What follows belongs to an exercise in optimizing a design on an open flow for small area, a short achievable clock period and few clock cycles per item; a production flow would make more cautious choices. In this exercise RTL edits were held to simulation tests only and were not proved equivalent to the original.

==> flow/design.v <==
    localparam logic [2047:0] SBOX_TBL = {
        128'h637c777bf26b6fc53001672bfed7ab76, 128'hca82c97dfa5947f0add4a2af9ca472c0,
        128'hb7fd9326363ff7cc34a5e5f171d83115, 128'h04c723c31896059a071280e2eb27b275,
        128'h09832c1a1b6e5aa0523bd6b329e32f84, 128'h53d100ed20fcb15b6acbbe394a4c58cf,
        128'hd0efaafb434d338545f9027f503c9fa8, 128'h51a3408f929d38f5bcb6da2110fff3d2,
        128'hcd0c13ec5f974417c4a77e3d645d1973, 128'h60814fdc222a908846eeb814de5e0bdb,
        128'he0323a0a4906245cc2d3ac629195e479, 128'he7c8376d8dd54ea96c56f4ea657aae08,
        128'hba78252e1ca6b4c6e8dd741f4bbd8b8a, 128'h703eb5664803f60e613557b986c11d9e,
        128'he1f8981169d98e949b1e87e9ce5528df, 128'h8ca1890dbfe6426841992d0fb054bb16
    };
    localparam logic [2047:0] INV_SBOX_TBL = {
        128'h52096ad53036a538bf40a39e81f3d7fb, 128'h7ce339829b2fff87348e4344c4dee9cb,
        128'h547b9432a6c2233dee4c950b42fac34e, 128'h082ea16628d924b2765ba2496d8bd125,
        128'h72f8f66486689816d4a45ccc5d65b692, 128'h6c704850fdedb9da5e154657a78d9d84,
        128'h90d8ab008cbcd30af7e45805b8b34506, 128'hd02c1e8fca3f0f02c1afbd0301138a6b,
        128'h3a9111414f67dcea97f2cfcef0b4e673, 128'h96ac7422e7ad3585e2f937e81c75df6e,
        128'h47f11a711d29c5896fb7620eaa18be1b, 128'hfc563e4bc6d279209adbc0fe78cd5af4,
        128'h1fdda8338807c731b11210592780ec5f, 128'h60517fa919b54a0d2de57a9f93c99cef,
        128'ha0e03b4dae2af5b0c8ebbb3c83539961, 128'h172b047eba77d626e169146355210c7d
    };
    function automatic logic [7:0] sbox(input logic [7:0] b);
        sbox = SBOX_TBL[8*(255-b) +: 8];
    endfunction
    function automatic logic [7:0] inv_sbox(input logic [7:0] b);
        inv_sbox = INV_SBOX_TBL[8*(255-b) +: 8];
    endfunction
    function automatic logic [7:0] xtime(input logic [7:0] b);
        xtime = {b[6:0], 1'b0} ^ (b[7] ? 8'h1b : 8'h00);
    endfunction
    function automatic logic [7:0] get_byte(input logic [127:0] b, input integer n);
        get_byte = b[8*(15-n) +: 8];
    endfunction
    function automatic logic [127:0] set_byte(input logic [127:0] b, input integer n,
                                              input logic [7:0] v);
        logic [127:0] res;
        res = b;
        res[8*(15-n) +: 8] = v;
        set_byte = res;
    endfunction
    function automatic logic [31:0] get_word(input logic [127:0] b, input integer k);
        get_word = {get_byte(b, k + 12), get_byte(b, k + 8), get_byte(b, k + 4), get_byte(b, k)};
    endfunction
    function automatic logic [127:0] put_word(input logic [127:0] b, input integer k,
                                              input logic [31:0] w);
        logic [127:0] res;
        res = b;
        for (int i = 0; i < 4; i++) begin
            res = set_byte(res, k + 4 * i, w[8*i +: 8]);
        end
        put_word = res;
    endfunction
`timescale 1ns/1ps
module aes_dec_regs (
    input  logic         clk,
    input  logic         rst_n,
    input  logic         avs_read_i,
    input  logic         avs_write_i,
    input  logic [3:0]   avs_address_i,
    input  logic [31:0]  avs_writedata_i,
    input  logic         expand_busy_i,
    input  logic         decrypt_busy_i,
    input  logic [127:0] plaintext_i,
    input  logic         plaintext_valid_i,
    output logic [31:0]  avs_readdata_o,
    output logic         avs_waitrequest_o,
    output logic         expand_start_o,
    output logic         decrypt_start_o,
    output logic [127:0] cipher_key_o,
    output logic [127:0] ciphertext_o
);
    localparam logic [2047:0] SBOX_TBL = {
        128'h637c777bf26b6fc53001672bfed7ab76, 128'hca82c97dfa5947f0add4a2af9ca472c0,
        128'hb7fd9326363ff7cc34a5e5f171d83115, 128'h04c723c31896059a071280e2eb27b275,
        128'h09832c1a1b6e5aa0523bd6b329e32f84, 128'h53d100ed20fcb15b6acbbe394a4c58cf,
        128'hd0efaafb434d338545f9027f503c9fa8, 128'h51a3408f929d38f5bcb6da2110fff3d2,
        128'hcd0c13ec5f974417c4a77e3d645d1973, 128'h60814fdc222a908846eeb814de5e0bdb,
        128'he0323a0a4906245cc2d3ac629195e479, 128'he7c8376d8dd54ea96c56f4ea657aae08,
        128'hba78252e1ca6b4c6e8dd741f4bbd8b8a, 128'h703eb5664803f60e613557b986c11d9e,
        128'he1f8981169d98e949b1e87e9ce5528df, 128'h8ca1890dbfe6426841992d0fb054bb16
    };
    localparam logic [2047:0] INV_SBOX_TBL = {
        128'h52096ad53036a538bf40a39e81f3d7fb, 128'h7ce339829b2fff87348e4344c4dee9cb,
        128'h547b9432a6c2233dee4c950b42fac34e, 128'h082ea16628d924b2765ba2496d8bd125,
        128'h72f8f66486689816d4a45ccc5d65b692, 128'h6c704850fdedb9da5e154657a78d9d84,
        128'h90d8ab008cbcd30af7e45805b8b34506, 128'hd02c1e8fca3f0f02c1afbd0301138a6b,
        128'h3a9111414f67dcea97f2cfcef0b4e673, 128'h96ac7422e7ad3585e2f937e81c75df6e,
        128'h47f11a711d29c5896fb7620eaa18be1b, 128'hfc563e4bc6d279209adbc0fe78cd5af4,
        128'h1fdda8338807c731b11210592780ec5f, 128'h60517fa919b54a0d2de57a9f93c99cef,
        128'ha0e03b4dae2af5b0c8ebbb3c83539961, 128'h172b047eba77d626e169146355210c7d
    };
    function automatic logic [7:0] sbox(input logic [7:0] b);
        sbox = SBOX_TBL[8*(255-b) +: 8];
    endfunction
    function automatic logic [7:0] inv_sbox(input logic [7:0] b);
        inv_sbox = INV_SBOX_TBL[8*(255-b) +: 8];
    endfunction
    function automatic logic [7:0] xtime(input logic [7:0] b);
        xtime = {b[6:0], 1'b0} ^ (b[7] ? 8'h1b : 8'h00);
    endfunction
    function automatic logic [7:0] get_byte(input logic [127:0] b, input integer n);
        get_byte = b[8*(15-n) +: 8];
    endfunction
    function automatic logic [127:0] set_byte(input logic [127:0] b, input integer n,
                                              input logic [7:0] v);
        logic [127:0] res;
        res = b;
        res[8*(15-n) +: 8] = v;
        set_byte = res;
    endfunction
    function automatic logic [31:0] get_word(input logic [127:0] b, input integer k);
        get_word = {get_byte(b, k + 12), get_byte(b, k + 8), get_byte(b, k + 4), get_byte(b, k)};
    endfunction
    function automatic logic [127:0] put_word(input logic [127:0] b, input integer k,
                                              input logic [31:0] w);
        logic [127:0] res;
        res = b;
        for (int i = 0; i < 4; i++) begin
            res = set_byte(res, k + 4 * i, w[8*i +: 8]);
        end
        put_word = res;
    endfunction
    logic [3:0]   addr;
    logic         wr_acc;
    logic         wait_q;
    logic [127:0] key_q;
    logic [127:0] ct_q;
    logic [127:0] result_q;
    assign addr   = avs_address_i;
    assign wr_acc = avs_write_i && !avs_waitrequest_o;
    assign expand_start_o  = wr_acc && (addr == 4'(8));
    assign decrypt_start_o = wr_acc && (addr == 4'(9));
    always_ff @(posedge clk) begin
        if (!rst_n) begin
            wait_q <= 1'b1;
        end else begin
            wait_q <= expand_start_o || decrypt_start_o;
        end
    end
    assign avs_waitrequest_o = wait_q || expand_busy_i || decrypt_busy_i;
    always_ff @(posedge clk) begin
        if (wr_acc) begin
            if (addr[3:2] == 2'd0) begin
                key_q <= put_word(key_q, avs_address_i[1:0], avs_writedata_i);
            end else if (addr[3:2] == 2'd1) begin
                ct_q <= put_word(ct_q, avs_address_i[1:0], avs_writedata_i);
            end
        end
        if (plaintext_valid_i) begin
            result_q <= plaintext_i;
        end
    end
    assign cipher_key_o = key_q;
    assign ciphertext_o = ct_q;
    always_comb begin
        avs_readdata_o = '0;
        if (avs_read_i) begin
            if (addr[3:2] == 2'd0) begin
                avs_readdata_o = get_word(result_q, avs_address_i[1:0]);
            end
        end
    end
endmodule
`timescale 1ns/1ps
module aes_key_expand (
    input  logic         clk,
    input  logic         rst_n,
    input  logic         expand_start_i,
    input  logic [127:0] cipher_key_i,
    input  logic [3:0]   rk_idx_i,
    output logic         expand_busy_o,
    output logic [127:0] round_key_o
);
    localparam logic [2047:0] SBOX_TBL = {
        128'h637c777bf26b6fc53001672bfed7ab76, 128'hca82c97dfa5947f0add4a2af9ca472c0,
        128'hb7fd9326363ff7cc34a5e5f171d83115, 128'h04c723c31896059a071280e2eb27b275,
        128'h09832c1a1b6e5aa0523bd6b329e32f84, 128'h53d100ed20fcb15b6acbbe394a4c58cf,
        128'hd0efaafb434d338545f9027f503c9fa8, 128'h51a3408f929d38f5bcb6da2110fff3d2,
        128'hcd0c13ec5f974417c4a77e3d645d1973, 128'h60814fdc222a908846eeb814de5e0bdb,
        128'he0323a0a4906245cc2d3ac629195e479, 128'he7c8376d8dd54ea96c56f4ea657aae08,
        128'hba78252e1ca6b4c6e8dd741f4bbd8b8a, 128'h703eb5664803f60e613557b986c11d9e,
        128'he1f8981169d98e949b1e87e9ce5528df, 128'h8ca1890dbfe6426841992d0fb054bb16
    };
    localparam logic [2047:0] INV_SBOX_TBL = {
        128'h52096ad53036a538bf40a39e81f3d7fb, 128'h7ce339829b2fff87348e4344c4dee9cb,
        128'h547b9432a6c2233dee4c950b42fac34e, 128'h082ea16628d924b2765ba2496d8bd125,
        128'h72f8f66486689816d4a45ccc5d65b692, 128'h6c704850fdedb9da5e154657a78d9d84,
        128'h90d8ab008cbcd30af7e45805b8b34506, 128'hd02c1e8fca3f0f02c1afbd0301138a6b,
        128'h3a9111414f67dcea97f2cfcef0b4e673, 128'h96ac7422e7ad3585e2f937e81c75df6e,
        128'h47f11a711d29c5896fb7620eaa18be1b, 128'hfc563e4bc6d279209adbc0fe78cd5af4,
        128'h1fdda8338807c731b11210592780ec5f, 128'h60517fa919b54a0d2de57a9f93c99cef,
        128'ha0e03b4dae2af5b0c8ebbb3c83539961, 128'h172b047eba77d626e169146355210c7d
    };
    function automatic logic [7:0] sbox(input logic [7:0] b);
        sbox = SBOX_TBL[8*(255-b) +: 8];
    endfunction
    function automatic logic [7:0] inv_sbox(input logic [7:0] b);
        inv_sbox = INV_SBOX_TBL[8*(255-b) +: 8];
    endfunction
    function automatic logic [7:0] xtime(input logic [7:0] b);
        xtime = {b[6:0], 1'b0} ^ (b[7] ? 8'h1b : 8'h00);
    endfunction
    function automatic logic [7:0] get_byte(input logic [127:0] b, input integer n);
        get_byte = b[8*(15-n) +: 8];
    endfunction
    function automatic logic [127:0] set_byte(input logic [127:0] b, input integer n,
                                              input logic [7:0] v);
        logic [127:0] res;
        res = b;
        res[8*(15-n) +: 8] = v;
        set_byte = res;
    endfunction
    function automatic logic [31:0] get_word(input logic [127:0] b, input integer k);
        get_word = {get_byte(b, k + 12), get_byte(b, k + 8), get_byte(b, k + 4), get_byte(b, k)};
    endfunction
    function automatic logic [127:0] put_word(input logic [127:0] b, input integer k,
                                              input logic [31:0] w);
        logic [127:0] res;
        res = b;
        for (int i = 0; i < 4; i++) begin
            res = set_byte(res, k + 4 * i, w[8*i +: 8]);
        end
        put_word = res;
    endfunction
    localparam logic [3:0] LAST_IDX = 4'(10);
    localparam logic KEXP_IDLE = 1'b0;
    localparam logic KEXP_RUN  = 1'b1;
    logic [127:0] rk_mem [0:10];
    logic         state_q;
    logic [3:0]   idx_q;
    logic [7:0]   rcon_q;
    logic [127:0] prev_key;
    logic [31:0]  rot_w;
    logic [31:0]  rot_sub;
    logic [31:0]  w0;
    logic [31:0]  w1;
    logic [31:0]  w2;
    logic [31:0]  w3;
    assign prev_key = rk_mem[idx_q - 1'b1];
    assign rot_w = {prev_key[23:0], prev_key[31:24]};
    always_comb begin
        for (int i = 0; i < 4; i++) begin
            rot_sub[8*i +: 8] = sbox(rot_w[8*i +: 8]);
        end
    end
    assign w0 = prev_key[127:96] ^ rot_sub ^ {rcon_q, 24'h000000};
    assign w1 = prev_key[95:64] ^ w0;
    assign w2 = prev_key[63:32] ^ w1;
    assign w3 = prev_key[31:0] ^ w2;
    always_ff @(posedge clk) begin
        if (!rst_n) begin
            state_q <= KEXP_IDLE;
            idx_q   <= 4'd1;
            rcon_q  <= 8'h01;
        end else begin
            case (state_q)
                KEXP_IDLE: begin
                    if (expand_start_i) begin
                        state_q <= KEXP_RUN;
                        idx_q   <= 4'd1;
                        rcon_q  <= 8'h01;
                    end
                end
                KEXP_RUN: begin
                    idx_q  <= idx_q + 1'b1;
                    rcon_q <= xtime(rcon_q);
                    if (idx_q == LAST_IDX) begin
                        state_q <= KEXP_IDLE;
                    end
                end
            endcase
        end
    end
    always_ff @(posedge clk) begin
        if (state_q == KEXP_IDLE && expand_start_i) begin
            rk_mem[0] <= cipher_key_i;
        end else if (state_q == KEXP_RUN) begin
            rk_mem[idx_q] <= {w0, w1, w2, w3};
        end
    end
    assign expand_busy_o = (state_q == KEXP_RUN);
    assign round_key_o   = rk_mem[rk_idx_i];
endmodule
`timescale 1ns/1ps
module aes_dec_core (
    input  logic         clk,
    input  logic         rst_n,
    input  logic         decrypt_start_i,
    input  logic [127:0] ciphertext_i,
    input  logic [127:0] round_key_i,
    output logic         decrypt_busy_o,
    output logic [3:0]   rk_idx_o,
    output logic [127:0] plaintext_o,
    output logic         plaintext_valid_o
);
    localparam logic [2047:0] SBOX_TBL = {
        128'h637c777bf26b6fc53001672bfed7ab76, 128'hca82c97dfa5947f0add4a2af9ca472c0,
        128'hb7fd9326363ff7cc34a5e5f171d83115, 128'h04c723c31896059a071280e2eb27b275,
        128'h09832c1a1b6e5aa0523bd6b329e32f84, 128'h53d100ed20fcb15b6acbbe394a4c58cf,
        128'hd0efaafb434d338545f9027f503c9fa8, 128'h51a3408f929d38f5bcb6da2110fff3d2,
        128'hcd0c13ec5f974417c4a77e3d645d1973, 128'h60814fdc222a908846eeb814de5e0bdb,
        128'he0323a0a4906245cc2d3ac629195e479, 128'he7c8376d8dd54ea96c56f4ea657aae08,
        128'hba78252e1ca6b4c6e8dd741f4bbd8b8a, 128'h703eb5664803f60e613557b986c11d9e,
        128'he1f8981169d98e949b1e87e9ce5528df, 128'h8ca1890dbfe6426841992d0fb054bb16
    };
    localparam logic [2047:0] INV_SBOX_TBL = {
        128'h52096ad53036a538bf40a39e81f3d7fb, 128'h7ce339829b2fff87348e4344c4dee9cb,
        128'h547b9432a6c2233dee4c950b42fac34e, 128'h082ea16628d924b2765ba2496d8bd125,
        128'h72f8f66486689816d4a45ccc5d65b692, 128'h6c704850fdedb9da5e154657a78d9d84,
        128'h90d8ab008cbcd30af7e45805b8b34506, 128'hd02c1e8fca3f0f02c1afbd0301138a6b,
        128'h3a9111414f67dcea97f2cfcef0b4e673, 128'h96ac7422e7ad3585e2f937e81c75df6e,
        128'h47f11a711d29c5896fb7620eaa18be1b, 128'hfc563e4bc6d279209adbc0fe78cd5af4,
        128'h1fdda8338807c731b11210592780ec5f, 128'h60517fa919b54a0d2de57a9f93c99cef,
        128'ha0e03b4dae2af5b0c8ebbb3c83539961, 128'h172b047eba77d626e169146355210c7d
    };
    function automatic logic [7:0] sbox(input logic [7:0] b);
        sbox = SBOX_TBL[8*(255-b) +: 8];
    endfunction
    function automatic logic [7:0] inv_sbox(input logic [7:0] b);
        inv_sbox = INV_SBOX_TBL[8*(255-b) +: 8];
    endfunction
    function automatic logic [7:0] xtime(input logic [7:0] b);
        xtime = {b[6:0], 1'b0} ^ (b[7] ? 8'h1b : 8'h00);
    endfunction
    function automatic logic [7:0] get_byte(input logic [127:0] b, input integer n);
        get_byte = b[8*(15-n) +: 8];
    endfunction
    function automatic logic [127:0] set_byte(input logic [127:0] b, input integer n,
                                              input logic [7:0] v);
        logic [127:0] res;
        res = b;
        res[8*(15-n) +: 8] = v;
        set_byte = res;
    endfunction
    function automatic logic [31:0] get_word(input logic [127:0] b, input integer k);
        get_word = {get_byte(b, k + 12), get_byte(b, k + 8), get_byte(b, k + 4), get_byte(b, k)};
    endfunction
    function automatic logic [127:0] put_word(input logic [127:0] b, input integer k,
                                              input logic [31:0] w);
        logic [127:0] res;
        res = b;
        for (int i = 0; i < 4; i++) begin
            res = set_byte(res, k + 4 * i, w[8*i +: 8]);
        end
        put_word = res;
    endfunction
    localparam logic [1:0] CORE_IDLE  = 2'd0;
    localparam logic [1:0] CORE_FIRST = 2'd1;
    localparam logic [1:0] CORE_ROUND = 2'd2;
    localparam logic [1:0] CORE_LAST  = 2'd3;
    logic [1:0]   state_q;
    logic [3:0]   cnt_q;
    logic [127:0] data_q;
    logic [127:0] ark;
    logic [127:0] imc;
    function automatic logic [127:0] inv_shift_sub(input logic [127:0] b);
        logic [127:0] res;
        int         src;
        res = '0;
        for (int r = 0; r < 4; r++) begin
            for (int c = 0; c < 4; c++) begin
                src = r + 4 * ((c + 4 - r) % 4);
                res = set_byte(res, r + 4 * c, inv_sbox(get_byte(b, src)));
            end
        end
        inv_shift_sub = res;
    endfunction
    function automatic logic [127:0] inv_mix_columns(input logic [127:0] b);
        logic [7:0] a  [4];
        logic [7:0] x2 [4];
        logic [7:0] x4 [4];
        logic [7:0] x8 [4];
        logic [127:0] res;
        int         n1;
        int         n2;
        int         n3;
        res = '0;
        for (int c = 0; c < 4; c++) begin
            for (int i = 0; i < 4; i++) begin
                a[i]  = get_byte(b, 4 * c + i);
                x2[i] = xtime(a[i]);
                x4[i] = xtime(x2[i]);
                x8[i] = xtime(x4[i]);
            end
            for (int r = 0; r < 4; r++) begin
                n1 = (r + 1) % 4;
                n2 = (r + 2) % 4;
                n3 = (r + 3) % 4;
                res = set_byte(res, 4 * c + r,
                    (x8[r] ^ x4[r] ^ x2[r]) ^ (x8[n1] ^ x2[n1] ^ a[n1]) ^
                    (x8[n2] ^ x4[n2] ^ a[n2]) ^ (x8[n3] ^ a[n3]));
            end
        end
        inv_mix_columns = res;
    endfunction
    assign ark = inv_shift_sub(data_q) ^ round_key_i;
    assign imc = inv_mix_columns(ark);
    always_ff @(posedge clk) begin
        if (!rst_n) begin
            state_q <= CORE_IDLE;
            cnt_q   <= '0;
        end else begin
            case (state_q)
                CORE_IDLE: begin
                    if (decrypt_start_i) begin
                        state_q <= CORE_FIRST;
                        cnt_q   <= 4'(10);
                    end
                end
                CORE_FIRST: begin
                    state_q <= CORE_ROUND;
                    cnt_q   <= cnt_q - 1'b1;
                end
                CORE_ROUND: begin
                    cnt_q <= cnt_q - 1'b1;
                    if (cnt_q == 4'd1) begin
                        state_q <= CORE_LAST;
                    end
                end
                CORE_LAST: begin
                    state_q <= CORE_IDLE;
                end
            endcase
        end
    end
    always_ff @(posedge clk) begin
        if (state_q == CORE_IDLE && decrypt_start_i) begin
            data_q <= ciphertext_i;
        end else if (state_q == CORE_FIRST) begin
            data_q <= data_q ^ round_key_i;
        end else if (state_q == CORE_ROUND) begin
            data_q <= imc;
        end
    end
    assign decrypt_busy_o    = (state_q != CORE_IDLE);
    assign rk_idx_o          = cnt_q;
    assign plaintext_o       = ark;
    assign plaintext_valid_o = (state_q == CORE_LAST);
endmodule
`timescale 1ns/1ps
module aes_dec_top (
    input  logic        clk,
    input  logic        rst_n,
    input  logic        avs_read_i,
    input  logic        avs_write_i,
    input  logic [3:0]  avs_address_i,
    input  logic [31:0] avs_writedata_i,
    output logic [31:0] avs_readdata_o,
    output logic        avs_waitrequest_o
);
    logic         expand_start;
    logic         expand_busy;
    logic         decrypt_start;
    logic         decrypt_busy;
    logic [127:0] cipher_key;
    logic [127:0] ciphertext;
    logic [127:0] plaintext;
    logic         plaintext_valid;
    logic [3:0]   rk_idx;
    logic [127:0] round_key;
    aes_dec_regs i_aes_dec_regs (
        .clk               (clk),
        .rst_n             (rst_n),
        .avs_read_i        (avs_read_i),
        .avs_write_i       (avs_write_i),
        .avs_address_i     (avs_address_i),
        .avs_writedata_i   (avs_writedata_i),
        .expand_busy_i     (expand_busy),
        .decrypt_busy_i    (decrypt_busy),
        .plaintext_i       (plaintext),
        .plaintext_valid_i (plaintext_valid),
        .avs_readdata_o    (avs_readdata_o),
        .avs_waitrequest_o (avs_waitrequest_o),
        .expand_start_o    (expand_start),
        .decrypt_start_o   (decrypt_start),
        .cipher_key_o      (cipher_key),
        .ciphertext_o      (ciphertext)
    );
    aes_key_expand i_aes_key_expand (
        .clk            (clk),
        .rst_n          (rst_n),
        .expand_start_i (expand_start),
        .cipher_key_i   (cipher_key),
        .rk_idx_i       (rk_idx),
        .expand_busy_o  (expand_busy),
        .round_key_o    (round_key)
    );
    aes_dec_core i_aes_dec_core (
        .clk               (clk),
        .rst_n             (rst_n),
        .decrypt_start_i   (decrypt_start),
        .ciphertext_i      (ciphertext),
        .round_key_i       (round_key),
        .decrypt_busy_o    (decrypt_busy),
        .rk_idx_o          (rk_idx),
        .plaintext_o       (plaintext),
        .plaintext_valid_o (plaintext_valid)
    );
endmodule
==> flow/run.sh <==
#!/bin/bash
# synth_recipe.tcl (not shown) runs the flow's synth.tcl, then flattens the netlist and writes it again
# the make line also repeats each setting of config.mk as NAME=value (left out here)
make -C /OpenROAD-flow-scripts/flow DESIGN_CONFIG=/design/flow/config.mk WORK_HOME=/design/flow/orfs CLKGATE_MAP_FILE= SYNTH_SCRIPT=/design/flow/synth_recipe.tcl finish
==> flow/config.mk <==
export PLATFORM = sky130hd
export DESIGN_NAME = aes_dec_top
export DESIGN_NICKNAME = aes_dec_top
export VERILOG_FILES = /design/flow/design.v
export SDC_FILE = /design/flow/constraint.sdc
export NUM_CORES = 8
export LEC_CHECK = 0
export CAP_MARGIN = 20
export CORE_MARGIN = 2
export CORE_UTILIZATION = 30
export SLEW_MARGIN = 20
==> flow/constraint.sdc <==
create_clock -name core_clock -period 9.0 [get_ports {clk}]
set_input_delay 1.8000 -clock core_clock [delete_from_list [all_inputs] [get_ports {clk}]]
set_output_delay 1.8000 -clock core_clock [all_outputs]
set_load 0.01 [all_outputs]
==> notes.md <==
* Rows at 277
* H-Tree Depth at 4
* Nets at 17400
* DR vias/cell at 6.66
* DR DRC count at 0
* HP Start: i_aes_key_expand.rcon_q[1]
* Asr flop ratio synth at 0%
* Critical path class: flop to flop
* Initial Utilization at 30.1%
* Met2 global-route usage at 38.8%
* Placer Congestion at 1.03
* Setup Buffers After CTS at 0
* Reg2Reg Capture Point: i_aes_key_expand.rk_mem[6][23]
* Grt met3 use at 8.47%
* Vias at 165000
* Clk_skew at 0.113 ns
* Post-synth EDFFs at 1920
* Clock sink count at 1944
* Tot GR Track Use at 26.9%
* Height of the die at 758 um
* Hold Path Class: flop to flop
* Hold EP: i_aes_key_expand.rcon_q[2]
* Tmin final at 8.49 ns
* Clk root buf: clkbuf_16
* # hold bufs at CTS at 0
* Num ports at 73
* DP HPWL at 570 mm
* RR Startpoint: i_aes_key_expand.idx_q[0]
* FF+latch area at 0.0582 sq mm
* Grt total ovfl at 0
* Reg2Reg Setup Slack at 0.51 ns
* Die extent in x at 758 um
* Fin. Hold Viols at 0
* Bufs on Longest Clock Path at 3
* Post-Synthesis Cells at 18000
* Area taken by multi-input logic gates at 0.104 sq mm
* Post-Syn Area per Cell at 9.49 sq um
* Setup WS post-layout at 0.511 ns
* TritonCTS clock tree: done
* Fillers at 58000
* Worst slew margin at 13.1%
* Area growth syn-to-layout at 8.60%
* Initial antenna violation count at 70
* Worst Tran Pin Value at 1.30 ns
* Vias in the first global route at 150000
* Clock latency on the worst-skew pair at 0.93 ns
* Layout cells sized above 1 at 13.0%
* First-pass GRT wire length at 1150 mm
* Status: complete, no violations
* Synth cell types at 126
* Largest net degree at the start of global routing at 143
* Fin crit share at 94.3%
* Core area at 0.568 sq mm
* Share of the yosys chip area belonging to registers at 34.1%
* DP Worst Slack at 0.808 ns
* Max incr delay on CP at 0.81 ns
* Ys flop type: edfxtp_1
* Total Wirelength at 818 mm
* Yosys reg bits at 1944
* Final core utilization at 32.6%
* Element type at the critical path end: flop
* TritonCTS Buffers at 208
* Critical-path top delay cell: ha_4
* First-pass iteration count of the detailed router at 13
* Unrepaired setup endpoints after global routing: false
* Die area at 0.575 sq mm
* Synth warnings at 7
* Port bufs at 72
* Worst Path Buf+Inv at 6
* Worst EP arrival at 9.07 ns
* CTS resizes at 0
* Busiest layer in global routing: met2
* Worst path top cell family by delay: compound AO/OA/AOI/OAI gates
* DR WL/cell at 33.0 um
* Net count of the mapped netlist at 18300
* Worst Hold Slack at 0.550 ns
* CTS clk-pin slew, worst paths at 0.06 ns
* Final Max Tran Viols at 0
* Startpoint types: flop
* M1 GR Usage at 35.6%
* Final setup violation count at 0
* Initial drt markers at 33300
* Max_cap viols at 0
* R2R depth at 21
* Synthesized cell area at 0.171 sq mm
* Crit-path max FO at 49
* Worst path cell trace: inv_1, ha_4, inv_6, nor2_1, a22oi_1, a31oi_4, inv_2, buf_4, ha_1, inv_1, nor2_1, o21ai_1, o221ai_1, o22a_1, o211a_1, o31ai_1, buf_4, xnor3_1, xor2_1, xnor2_1, a21oi_1
* F_max at 0.118 GHz
* Worst Path Required at 9.58 ns
* Final ANT Viol Nets at 0
* Worst hold stages at 2
[metrics by stage]
step	area (sq um)	setup TNS, ns	std cells
floorplan	171000	-12.95	18000
global placement	178000	0	24400
detailed placement	178000	0	24400
CTS	185000	0	24800
global route	185000	0	24800
finish	185000	0	24800
[how the worst max path moves through the flow]
stage | startpoint | end | cells past startpoint
4_1_cts | i_aes_key_expand.idx_q[0] | i_aes_key_expand.rk_mem[1][81] | 18
6_report | i_aes_key_expand.idx_q[0] | i_aes_key_expand.rk_mem[6][23] | 21
2_1_floorplan | i_aes_key_expand.idx_q[0] | i_aes_key_expand.rk_mem[5][0] | 15
5_1_grt | i_aes_key_expand.idx_q[0] | i_aes_key_expand.rk_mem[3][23] | 21
3_3_place_gp | i_aes_key_expand.idx_q[2] | i_aes_key_expand.rk_mem[2][6] | 17
3_5_place_dp | i_aes_key_expand.idx_q[0] | i_aes_key_expand.rk_mem[3][23] | 21
[tightest hold or removal path, stage by stage (launching register included)]
cell and delay, ns:
dfxtp_1 0.33, a21oi_1 0.12, nor2b_1 0.05
[state kept, by name, summed over array words and instances (netlist names), named ones only]
register and cells:
i_aes_key_expand.rk_mem 1408, i_aes_dec_core.data_q 128, i_aes_dec_regs.ct_q 128, i_aes_dec_regs.key_q 128
i_aes_dec_regs.result_q 128, i_aes_key_expand.rcon_q 8, i_aes_dec_core.cnt_q 4, i_aes_key_expand.idx_q 4
i_aes_dec_core.state_q 2, i_aes_dec_regs.wait_q 1, i_aes_key_expand.state_q 1
[synth_stat cells (331+ instances only)]
library cell,number,share of area [%]
a211oi_1,337,1.5
a21oi_1,1273,3.7
a31oi_1,353,1.3
buf_2,529,1.6
clkbuf_1,960,2.1
edfxtp_1,1920,34
inv_1,331,0.73
mux2i_1,612,3.6
mux4_2,667,8.8
nand2_1,1436,3.2
nand2b_1,376,1.4
nand3_1,402,1.2
nor2_1,1182,2.6
nor2b_1,346,1.3
nor3_1,445,1.3
o21ai_0,1090,3.2
xnor2_1,929,4.8
[cell type report]
type	count	share of cell area, %
Multi-Input combinational cell	13800	55.9
Sequential cell	1944	31.4
Tap cell	7533	5.09
Timing Repair Buffer	691	3.11
Clock buffer	247	2.89
Clock inverter	142	0.860
Inverter	374	0.760
Antenna cell	38	0.0513
[placed cells by master, fill, tap and decap left out, types with 141 or more instances in the layout]
cell       Yosys  final
o21ai_0     1090   1071
a211oi_1     337    334
mux2_2       197    197
nand2_1     1436   1431
nand3_1      402    401
o22ai_1      224    224
mux4_2       667    667
a221oi_1     150    150
ha_1         323    316
inv_1        331    327
nor2_1      1182   1168
a311oi_1     204    203
nor3_1       445    432
edfxtp_1    1920   1920
xnor2_1      929    927
nor2b_1      346    345
buf_4         87    583
clkbuf_16      0    208
a31oi_1      353    344
mux2i_1      612    606
xor2_1       254    253
o31ai_1      167    162
o211ai_1     244    244
a21oi_1     1273   1259
nand2b_1     376    374
a22oi_1      141    141
o311ai_0     196    196
[cell families (layout without fill, tap and decap cells)]
family	Yosys count	in the layout	synth area share, %
buf+inv	2221	1454	5.71
xor+xnor	1275	1275	7.12
fa+ha+maj	323	323	2.37
flops	1944	1944	34.1
simple gates	5069	5069	14.4
compound gates	5675	5675	22.6
other cells	0	38	0
mux	1479	1479	13.7
[metal layers]
layer | vias to the layer above | wire, um
met5 | - | 239
met4 | 32 | 56400
met3 | 2597 | 120000
met2 | 14000 | 338000
met1 | 81000 | 303000
li1 | 67400 | -
Testbench counts, summed over its fixed seeds: cycles 20,780, blocks 895.

==> port drivers added, routing unchanged <==
In the flow no input, the clock included, has a driving cell. The finished layout below was timed again as built, in two steps.
Step 1 (the two cells are an assumption about what drives the block):
set clk [get_ports {clk}]
set_driving_cell -lib_cell sky130_fd_sc_hd__clkbuf_16 $clk
set_driving_cell -lib_cell sky130_fd_sc_hd__buf_2 [delete_from_list [all_inputs] $clk]
Step 2 also shifts input and output timing later by t, the mid clock arrival at the registers, as if the neighbouring blocks saw the same clock.
Three values: ideal ports, drivers, drivers and shift; two values: the first two.
t (ns): 0.990
slack for setup (ns): 0.511 / 0.511 / 0.511
slew at the worst register clock pin (ns): 0.07 / 0.07
After both steps setup and hold are still met in this run. The setup slack of this run moves by 0.000 ns with the drivers and by 0.000 ns with both steps.
